This design comes from an exercise in tuning for small area, a short achievable clock period and few clock cycles on the open sky130 flow, not from production work.
Only simulation tests tie the RTL to the original design; equivalence was not proved.
Power and IR drop assume default switching activity.

// masked_event_ring_queue
module masked_event_ring_queue #(
    parameter int QUEUE_DEPTH = 16
) (
    input  logic               clk,
    input  logic               rst_n,
    input  logic               in_valid,
    output logic               in_stall,
    input  logic [1:0]         op,
    input  logic [15:0]        mask,
    input  logic [15:0]        ev_type,
    input  logic [15:0]        ev_message,
    input  logic [15:0]        ev_modifiers,
    input  logic signed [15:0] ev_x,
    input  logic signed [15:0] ev_y,
    input  logic [31:0]        now_tick,
    input  logic signed [15:0] cur_x,
    input  logic signed [15:0] cur_y,
    input  logic [15:0]        cur_modifiers,
    output logic               out_valid,
    input  logic               out_stall,
    output logic               found,
    output logic [15:0]        out_type,
    output logic [15:0]        out_message,
    output logic [15:0]        out_modifiers,
    output logic signed [15:0] out_x,
    output logic signed [15:0] out_y,
    output logic [31:0]        out_when
);
Settings: LEC_CHECK=0, CAP_MARGIN=20, CORE_MARGIN=2, CORE_UTILIZATION=40, SETUP_SLACK_MARGIN=1.5, SLEW_MARGIN=20; clock period 5.0 ns.
run.sh (not shown) runs the stock make flow with config.mk's settings and CLKGATE_MAP_FILE= SYNTH_SCRIPT=/design/flow/synth_recipe.tcl, a recipe that flattens the netlist after the stock synthesis.
The first run produced a clean layout.
Testbench counts at the start, summed over its fixed seeds: cycles 8,177.
Then changed:
- ABC_CLOCK_PERIOD_IN_PS: unset -> 2500
- SETUP_SLACK_MARGIN: 1.5 -> 2.5
Result: The changed run completed with no timing, DRC or antenna violations; synthesized area does not change; final area is higher by a few percent; die area does not change; power stays flat; global-route usage is higher by 1.2 points; worst setup slack gains 0.14 ns; combinational power is higher by a few percent; fmax is higher by a few percent; via count is higher by a few percent.

Another version of the RTL of masked_event_ring_queue (not shown whole).
Size: about 2000 flip-flops, ~0.074 mm² of cells after synthesis.
Settings: LEC_CHECK=0, ABC_CLOCK_PERIOD_IN_PS=2500, CAP_MARGIN=20, CORE_MARGIN=2, CORE_UTILIZATION=45, CTS_CLUSTER_SIZE=30, SETUP_SLACK_MARGIN=2.5, SLEW_MARGIN=20; clock period 5.0 ns.
Testbench counts at the start, summed over its fixed seeds: cycles 8,286.
Then changed:
Settings changed: CORE_UTILIZATION 45 to 60, CTS_CLUSTER_DIAMETER set to 80, CTS_CLUSTER_SIZE 30 to 25, PLACE_DENSITY set to 0.72, SETUP_SLACK_MARGIN 2.5 to 1.8.
Effect: Die area went down by a quarter to a third; first-iteration DRC count grows by about a fifth; clock power shrinks by well over a third; setup slack degrades by 250 ps.

Setup of run 2:
Another version of the RTL of masked_event_ring_queue (not shown whole).
For scale: ~4,800 cells after synthesis, about 0.081 sq mm of cells after synthesis.
==> flow/design.v (excerpt) <==
module masked_event_ring_queue #(
    parameter int QUEUE_DEPTH = 16
) (
    input  logic               clk,
    input  logic               rst_n,
    input  logic               in_valid,
    output logic               in_stall,
    input  logic [1:0]         op,
    input  logic [15:0]        mask,
    input  logic [15:0]        ev_type,
    input  logic [15:0]        ev_message,
    input  logic [15:0]        ev_modifiers,
    input  logic signed [15:0] ev_x,
    input  logic signed [15:0] ev_y,
    input  logic [31:0]        now_tick,
    input  logic signed [15:0] cur_x,
    input  logic signed [15:0] cur_y,
    input  logic [15:0]        cur_modifiers,
    output logic               out_valid,
    input  logic               out_stall,
    output logic               found,
    output logic [15:0]        out_type,
    output logic [15:0]        out_message,
    output logic [15:0]        out_modifiers,
    output logic signed [15:0] out_x,
    output logic signed [15:0] out_y,
    output logic [31:0]        out_when
);
Settings: LEC_CHECK=0, ABC_CLOCK_PERIOD_IN_PS=2000, CAP_MARGIN=20, CORE_MARGIN=2, CORE_UTILIZATION=60, CTS_CLUSTER_DIAMETER=80, CTS_CLUSTER_SIZE=25, PLACE_DENSITY=0.72, SETUP_SLACK_MARGIN=2.6, SLEW_MARGIN=20; clock period 5.0 ns.
Testbench counts of run 2, summed over its fixed seeds: cycles 8,205.
Setup changes, run 2 to run 3
diff --git a/flow/config.mk b/flow/config.mk
--- a/flow/config.mk
+++ b/flow/config.mk
@@ -10,6 +10,6 @@
 export CORE_MARGIN = 2
-export CORE_UTILIZATION = 60
+export CORE_UTILIZATION = 65
 export CTS_CLUSTER_DIAMETER = 80
 export CTS_CLUSTER_SIZE = 25
-export PLACE_DENSITY = 0.72
+export PLACE_DENSITY = 0.76
 export SETUP_SLACK_MARGIN = 2.6
--- outcome ---
In terms of clock-pin slew on the worst setup and hold paths, run 3 and run 2 differ only marginally. The hold slack number comes out higher for run 3 vs run 2. Total die area went down by a little under 10% going from run 2 to run 3.

masked_event_ring_queue, a different RTL version from the one above (not shown whole).
Size in the first run: roughly 300 I/O pins, about 0.074 sq mm of cells after synthesis.
Settings: LEC_CHECK=0, ABC_CLOCK_PERIOD_IN_PS=2500, CAP_MARGIN=20, CORE_MARGIN=2, CORE_UTILIZATION=65, CTS_CLUSTER_DIAMETER=80, CTS_CLUSTER_SIZE=25, PLACE_DENSITY=0.76, SETUP_SLACK_MARGIN=2.4, SLEW_MARGIN=20; clock period 5.0 ns.
The first run produced a clean layout.
Testbench counts at the start, summed over its fixed seeds: cycles 8,177.
Next try:
Settings changed: CORE_UTILIZATION 65 to 60, PLACE_DENSITY 0.76 to 0.72, SETUP_SLACK_MARGIN 2.4 to 2.2.
Final area hardly moves.
Clock-buffer cell count went up by 3.
Flip-flop and latch count does not change.
Hold slack got worse by 0.033 ns.
Clock power went up slightly.
Cell count went up slightly.
Non-clock buffer count went down by 53.
Total power is about the same.
Critical path depth went down by 1.

Setup of try-tundra:
RTL: one of the versions met above, not the one the previous note started from.
Size in the first run: ~4800 cells after synthesis, ~2200 flip-flops.
export LEC_CHECK = 0
export ABC_CLOCK_PERIOD_IN_PS = 2000
export CAP_MARGIN = 20
export CORE_MARGIN = 2
export CORE_UTILIZATION = 55
export CTS_CLUSTER_DIAMETER = 80
export CTS_CLUSTER_SIZE = 25
export PLACE_DENSITY = 0.68
export SETUP_SLACK_MARGIN = 2.6
export SLEW_MARGIN = 20
create_clock -name core_clock -period 5.0 [get_ports {clk}]
try-tundra | status: complete | timing, DRC, antenna: pass
Testbench counts of try-tundra, summed over its fixed seeds: cycles 8,205.
Inputs modified between try-tundra and try-cedar:
Settings: PLACE_DENSITY now 0.72, was 0.68; CORE_UTILIZATION now 60, was 55; SETUP_SLACK_MARGIN now 2.8, was 2.6.
Notes after the runs:
- Layout clock buffer count in try-cedar vs try-tundra: down 1
- Worst setup slack delta (try-cedar − try-tundra): favourable
- Diff try-tundra -> try-cedar: HPWL reported at the end of detailed placement down 1.4%, maximum fanout encountered on the critical timing path up 4, clock latency reported for the late side of the worst-skew pair went down, global-route wire length before repair has increased, initial core utilization went up.

masked_event_ring_queue with an RTL version that a note above also has.
For scale: ~4,300 cells after synthesis, ~2,000 flip-flops, about 74,000 um^2 of cells after synthesis.
export LEC_CHECK = 0
export ABC_CLOCK_PERIOD_IN_PS = 2500
export CAP_MARGIN = 20
export CORE_MARGIN = 2
export CORE_UTILIZATION = 60
export PLACE_DENSITY = 0.72
export SETUP_SLACK_MARGIN = 2.5
export SLEW_MARGIN = 20
create_clock -name core_clock -period 5.0 [get_ports {clk}]
The baseline passed the timing, design-rule and antenna checks.
Testbench counts at the start, summed over its fixed seeds: cycles 8,286.
Change:
- CORE_UTILIZATION: 60 -> 55
- CTS_CLUSTER_DIAMETER: not set -> 80
- CTS_CLUSTER_SIZE: not set -> 25
- PLACE_DENSITY: 0.72 -> 0.68
Wire length grows by about 1.6%.
Non-clock buffer count shrinks by 5.
Worst setup slack is worse by 28 ps.
Die area grows by about 9%.

static timing again, ports no longer ideal:
The flow's constraints put no driver on any port. The routed layouts listed below were extracted and timed again, unchanged, in two steps. Step 1 assumes that a clkbuf_16 drives the clock port and a buf_2 every other input. Step 2 also shifts input and output timing later by t, the mid clock arrival at the registers, as if the neighbouring blocks saw the same clock. Three values: no drivers, after step 1, after step 2; two values: the first two.
run | t, ns | setup slack, ns | worst hold slack (ns) | worst setup path after step 2 | latest minus earliest clock arrival (ns) | slew at the worst register clock pin (ns)
the first run of note 1 | 0.939 | 1.056 / 1.078 / 0.175 | 0.332 / 0.265 / 0.476 | input to register | 0.091 / 0.091 | 0.07 / 0.07
the second run of note 1 | 0.924 | 1.192 / 1.200 / 0.321 | 0.054 / -0.005 / 0.491 | input to register | 0.058 / 0.058 | 0.07 / 0.07
the first run of note 2 | 0.897 | 2.031 / 2.031 / 1.195 | 0.514 / 0.481 / 0.514 | input to register | 0.035 / 0.035 | 0.07 / 0.07
the second run of note 2 | 0.788 | 1.783 / 1.783 / 1.014 | 0.366 / 0.317 / 0.477 | input to register | 0.035 / 0.036 | 0.10 / 0.10
run 2 | 0.837 | 2.235 / 2.235 / 1.453 | 0.386 / 0.379 / 0.419 | input to register | 0.033 / 0.034 | 0.11 / 0.11
run 3 | 0.820 | 2.225 / 2.189 / 1.507 | 0.394 / 0.403 / 0.426 | input to register | 0.043 / 0.044 | 0.11 / 0.11
the first run of note 4 | 0.792 | 1.937 / 1.943 / 1.167 | 0.460 / 0.412 / 0.489 | input to register | 0.033 / 0.033 | 0.11 / 0.11
the second run of note 4 | 0.811 | 1.878 / 1.878 / 1.141 | 0.427 / 0.368 / 0.496 | input to register | 0.055 / 0.055 | 0.11 / 0.11
try-tundra | 0.856 | 2.164 / 2.164 / 1.658 | 0.382 / 0.351 / 0.423 | input to register | 0.032 / 0.032 | 0.10 / 0.10
try-cedar | 0.837 | 2.217 / 2.255 / 1.436 | 0.393 / 0.392 / 0.410 | input to register | 0.045 / 0.045 | 0.11 / 0.11
the first run of note 6 | 0.887 | 1.962 / 1.962 / 1.115 | 0.280 / 0.235 / 0.453 | input to register | 0.026 / 0.026 | 0.07 / 0.07
the second run of note 6 | 0.826 | 1.935 / 1.962 / 1.155 | 0.422 / 0.358 / 0.501 | input to register | 0.058 / 0.058 | 0.11 / 0.11
After both steps every run listed still meets setup and hold. The setup slack of the first run of note 1, which loses most, moves by +0.022 ns with the drivers and by -0.881 ns with both steps.
